Background: an optimization exercise with open tools, aiming at small area, a short achievable clock period and few clock cycles per item. Do not read the settings as production practice. At most, simulation tests tie the RTL to the original design; equivalence was not proved. No activity file was given, so power comes from the tool's default toggle rates.

## cache_top
module cache_top (
  input  logic                 clk,
  input  logic                 reset,
  input  logic                 proc_req,
  input  cache_pkg::req_type_t proc_type,
  input  cache_pkg::addr_t     proc_addr,
  input  cache_pkg::data_t     proc_wdata,
  output cache_pkg::data_t     proc_rdata,
  output logic                 proc_hit,
  output logic                 proc_ack,
  output logic                 mem_req,
  output logic                 mem_we,
  output cache_pkg::addr_t     mem_addr,
  output cache_pkg::data_t     mem_wdata,
  input  cache_pkg::data_t     mem_rdata,
  input  logic                 mem_ack
);
==> module cache_top, before the edit <==
module cache_top (
  input  logic                 clk,
  input  logic                 reset,
  input  logic                 proc_req,
  input  cache_pkg::req_type_t proc_type,
  input  cache_pkg::addr_t     proc_addr,
  input  cache_pkg::data_t     proc_wdata,
  output cache_pkg::data_t     proc_rdata,
  output logic                 proc_hit,
  output logic                 proc_ack,
  output logic                 mem_req,
  output logic                 mem_we,
  output cache_pkg::addr_t     mem_addr,
  output cache_pkg::data_t     mem_wdata,
  input  cache_pkg::data_t     mem_rdata,
  input  logic                 mem_ack
);
  localparam int S = cache_pkg::NUM_SETS;
  typedef enum logic [2:0] {
    s_idle, s_evict, s_evict_release, s_refill, s_ack
  } state_t;
  cache_pkg::tag_t  tags0 [S];
  cache_pkg::tag_t  tags1 [S];
  cache_pkg::data_t words0 [S];
  cache_pkg::data_t words1 [S];
  logic [S-1:0]     valid0, valid1, dirty0, dirty1;
  logic [S-1:0]     lru;           
  state_t            state;
  cache_pkg::data_t  res;          
  logic [29:0]       maddr;        
  logic              way_q;        
  logic              commit;       
  logic              dirty_we_q;
  logic              dirty_val_q;
  cache_pkg::index_t idx;
  cache_pkg::tag_t   ptag;
  logic is_read, is_write, is_init;
  logic m0, m1, hit, hit_way, victim, vdirty, sel_way;
  cache_pkg::tag_t  t0, t1, vtag;
  cache_pkg::data_t w0, w1, hit_word, vword;
  assign idx      = proc_addr[4:2];
  assign ptag     = proc_addr[31:5];
  assign is_read  = (proc_type == cache_pkg::REQ_READ);
  assign is_write = (proc_type == cache_pkg::REQ_WRITE);
  assign is_init  = proc_type[1];
  assign t0 = tags0[idx];
  assign t1 = tags1[idx];
  assign w0 = words0[idx];
  assign w1 = words1[idx];
  assign m0      = valid0[idx] && (t0 == ptag);
  assign m1      = valid1[idx] && (t1 == ptag);
  assign hit     = m0 | m1;
  assign hit_way = ~m0;                      
  assign victim  = lru[idx];
  assign vdirty  = victim ? (valid1[idx] & dirty1[idx]) : (valid0[idx] & dirty0[idx]);
  assign vtag    = victim ? t1 : t0;
  assign vword   = victim ? w1 : w0;
  assign hit_word = m0 ? w0 : w1;
  assign sel_way = hit ? hit_way : victim;
  always_ff @(posedge clk) begin
    commit <= 1'b0;
    if (reset) begin
      state    <= s_idle;
      proc_ack <= 1'b0;
      proc_hit <= 1'b0;
      mem_req  <= 1'b0;
    end else begin
      case (state)
        s_idle: if (proc_req) begin
          maddr       <= {ptag, idx};
          dirty_val_q <= is_write;
          dirty_we_q  <= ~(is_read & hit);
          way_q       <= sel_way;
          if (hit || is_init) begin
            res      <= is_read ? hit_word : proc_wdata;
            proc_hit <= hit & ~is_init;
            proc_ack <= 1'b1;
            commit   <= 1'b1;
            state    <= s_ack;
          end else if (!mem_ack) begin
            mem_req <= 1'b1;
            mem_we  <= vdirty;
            res     <= vword;
            if (vdirty) begin
              maddr <= {vtag, idx};
              state <= s_evict;
            end else begin
              state <= s_refill;
            end
          end
        end
        s_evict: if (mem_ack) begin
          mem_req <= 1'b0;
          state   <= s_evict_release;
        end
        s_evict_release: if (!mem_ack) begin
          mem_req <= 1'b1;
          mem_we  <= 1'b0;
          maddr   <= {ptag, idx};
          state   <= s_refill;
        end
        s_refill: if (mem_ack) begin
          mem_req  <= 1'b0;
          res      <= is_write ? proc_wdata : mem_rdata;
          proc_hit <= 1'b0;
          proc_ack <= 1'b1;
          commit   <= 1'b1;
          state    <= s_ack;
        end
        s_ack: if (!proc_req) begin
          proc_ack <= 1'b0;
          state    <= s_idle;
        end
        default: state <= s_idle;
      endcase
    end
  end
  cache_pkg::index_t cidx;
  assign cidx = maddr[2:0];
  always_ff @(posedge clk) begin
    if (commit) begin
      if (way_q) begin
        tags1[cidx]  <= maddr[29:3];
        words1[cidx] <= res;
      end else begin
        tags0[cidx]  <= maddr[29:3];
        words0[cidx] <= res;
      end
    end
  end
  always_ff @(posedge clk) begin
    if (reset) begin
      valid0 <= '0;
      valid1 <= '0;
      dirty0 <= '0;
      dirty1 <= '0;
      lru    <= '0;
    end else if (commit) begin
      lru[cidx] <= ~way_q;
      if (way_q) begin
        valid1[cidx] <= 1'b1;
        if (dirty_we_q) dirty1[cidx] <= dirty_val_q;
      end else begin
        valid0[cidx] <= 1'b1;
        if (dirty_we_q) dirty0[cidx] <= dirty_val_q;
      end
    end
  end
  assign proc_rdata = res;
  assign mem_wdata  = res;
  assign mem_addr   = {maddr, 2'b00};
endmodule
==> flow/config.mk <==
export PLATFORM = sky130hd
export DESIGN_NAME = cache_top
export DESIGN_NICKNAME = cache_top
export VERILOG_FILES = /design/flow/design.v
export SDC_FILE = /design/flow/constraint.sdc
export NUM_CORES = 4
export LEC_CHECK = 0
export ABC_CLOCK_PERIOD_IN_PS = 3000
export CAP_MARGIN = 20
export CORE_MARGIN = 2
export CORE_UTILIZATION = 40
export SETUP_SLACK_MARGIN = 4.5
export SLEW_MARGIN = 20
==> flow/constraint.sdc <==
create_clock -name core_clock -period 8.0 [get_ports {clk}]
set_input_delay 1.6000 -clock core_clock [delete_from_list [all_inputs] [get_ports {clk}]]
set_output_delay 1.6000 -clock core_clock [all_outputs]
set_load 0.01 [all_outputs]
run.sh (not shown) runs the stock make flow with config.mk's settings and CLKGATE_MAP_FILE= SYNTH_SCRIPT=/design/flow/synth_recipe.tcl, a recipe that flattens the netlist after the stock synthesis.
Testbench counts at the start, summed over its fixed seeds: cycles 45,681, requests 12,000.
==> next run, changes <==
--- a/flow/design.v
+++ b/flow/design.v
@@ -43,18 +43,23 @@
   cache_pkg::tag_t  tags1 [S];
   cache_pkg::data_t words0 [S];
   cache_pkg::data_t words1 [S];
   logic [S-1:0]     valid0, valid1, dirty0, dirty1;
   logic [S-1:0]     lru;           
   state_t            state;
+  cache_pkg::data_t  wa;           
+  cache_pkg::data_t  wb;           
+  logic              sel_resp;     
+  logic              sel_evict;    
   cache_pkg::data_t  res;          
   logic [29:0]       maddr;        
   logic              way_q;        
   logic              commit;       
   logic              dirty_we_q;
   logic              dirty_val_q;
+  logic              tag_we_q;     
   cache_pkg::index_t idx;
   cache_pkg::tag_t   ptag;
   logic is_read, is_write, is_init;
   logic m0, m1, hit, hit_way, victim, vdirty, sel_way;
   cache_pkg::tag_t  t0, t1, vtag;
   cache_pkg::data_t w0, w1, hit_word, vword;
@@ -74,59 +79,67 @@
   assign victim  = lru[idx];
   assign vdirty  = victim ? (valid1[idx] & dirty1[idx]) : (valid0[idx] & dirty0[idx]);
   assign vtag    = victim ? t1 : t0;
   assign vword   = victim ? w1 : w0;
   assign hit_word = m0 ? w0 : w1;
   assign sel_way = hit ? hit_way : victim;
+  logic evict;
+  assign evict     = ~is_init & vdirty;
+  always_ff @(posedge clk) begin
+    case (state)
+      s_idle: begin
+        wa        <= is_read ? w0 : proc_wdata;
+        wb        <= is_read ? w1 : vword;
+        sel_evict <= ~is_read | victim;
+        maddr     <= {evict ? vtag : ptag, idx};
+      end
+      s_evict_release: maddr <= {ptag, idx};
+      s_refill:        wa    <= is_write ? proc_wdata : mem_rdata;
+      default: ;
+    endcase
+  end
   always_ff @(posedge clk) begin
     commit <= 1'b0;
     if (reset) begin
       state    <= s_idle;
       proc_ack <= 1'b0;
       proc_hit <= 1'b0;
       mem_req  <= 1'b0;
     end else begin
       case (state)
         s_idle: if (proc_req) begin
-          maddr       <= {ptag, idx};
           dirty_val_q <= is_write;
           dirty_we_q  <= ~(is_read & hit);
           way_q       <= sel_way;
+          sel_resp    <= is_read & m1;
+          tag_we_q    <= is_init | ~hit;
           if (hit || is_init) begin
-            res      <= is_read ? hit_word : proc_wdata;
             proc_hit <= hit & ~is_init;
             proc_ack <= 1'b1;
             commit   <= 1'b1;
             state    <= s_ack;
           end else if (!mem_ack) begin
             mem_req <= 1'b1;
             mem_we  <= vdirty;
-            res     <= vword;
-            if (vdirty) begin
-              maddr <= {vtag, idx};
-              state <= s_evict;
-            end else begin
-              state <= s_refill;
-            end
+            state   <= vdirty ? s_evict : s_refill;
           end
         end
         s_evict: if (mem_ack) begin
           mem_req <= 1'b0;
           state   <= s_evict_release;
         end
         s_evict_release: if (!mem_ack) begin
           mem_req <= 1'b1;
           mem_we  <= 1'b0;
-          maddr   <= {ptag, idx};
           state   <= s_refill;
         end
         s_refill: if (mem_ack) begin
           mem_req  <= 1'b0;
-          res      <= is_write ? proc_wdata : mem_rdata;
           proc_hit <= 1'b0;
           proc_ack <= 1'b1;
+          sel_resp <= 1'b0;
           commit   <= 1'b1;
           state    <= s_ack;
         end
         s_ack: if (!proc_req) begin
           proc_ack <= 1'b0;
           state    <= s_idle;
@@ -137,16 +150,16 @@
   end
   cache_pkg::index_t cidx;
   assign cidx = maddr[2:0];
   always_ff @(posedge clk) begin
     if (commit) begin
       if (way_q) begin
-        tags1[cidx]  <= maddr[29:3];
+        if (tag_we_q) tags1[cidx] <= maddr[29:3];
         words1[cidx] <= res;
       end else begin
-        tags0[cidx]  <= maddr[29:3];
+        if (tag_we_q) tags0[cidx] <= maddr[29:3];
         words0[cidx] <= res;
       end
     end
   end
   always_ff @(posedge clk) begin
     if (reset) begin
@@ -163,10 +176,11 @@
       end else begin
         valid0[cidx] <= 1'b1;
         if (dirty_we_q) dirty0[cidx] <= dirty_val_q;
       end
     end
   end
+  assign res        = sel_resp ? wb : wa;
   assign proc_rdata = res;
-  assign mem_wdata  = res;
+  assign mem_wdata  = sel_evict ? wb : wa;
   assign mem_addr   = {maddr, 2'b00};
 endmodule
Effect: Worst setup slack is better by 0.35 ns. Non-clock buffer count is higher by 45. Power is higher by 4.5%. Die area is higher by 0.33%. Sequential power is higher by 4.4%. Routed wire length is higher by 1.3%. Fmax is higher by 9.1%. Final area is higher by 3.1%. Via count is higher by 0.68%. Synthesized area is higher by 0.34%.
No functional check of the RTL was part of the second run of this note.

## separate check: timing with driven ports
Ports are ideal in the flow. The routed layouts listed here were re-timed in OpenROAD. Step 1, drivers: a clkbuf_16 drives clk and a buf_2 each remaining input, both assumed. Step 2 adds t to the input delays and takes it off the output delays; t is the mean of the earliest and latest rising clock arrival at the registers after step 1. Input paths then give back, and output paths get back, about the clock's delay inside the block. a / b / c = ideal / step 1 / step 2; a / b = the first two.
run	t (ns)	setup slack, ns	hold slack, ns	pins driven straight from the clock port
the first run	0.750	3.782 / 3.595 / 2.845	0.465 / 0.465 / 0.465	1
the second run	0.748	4.135 / 3.903 / 3.155	0.463 / 0.463 / 0.463	1
After both steps setup and hold are still met in every run listed. For the second run, which loses most, drivers alone change the setup slack by -0.232 ns; drivers and shift together by -0.980 ns.
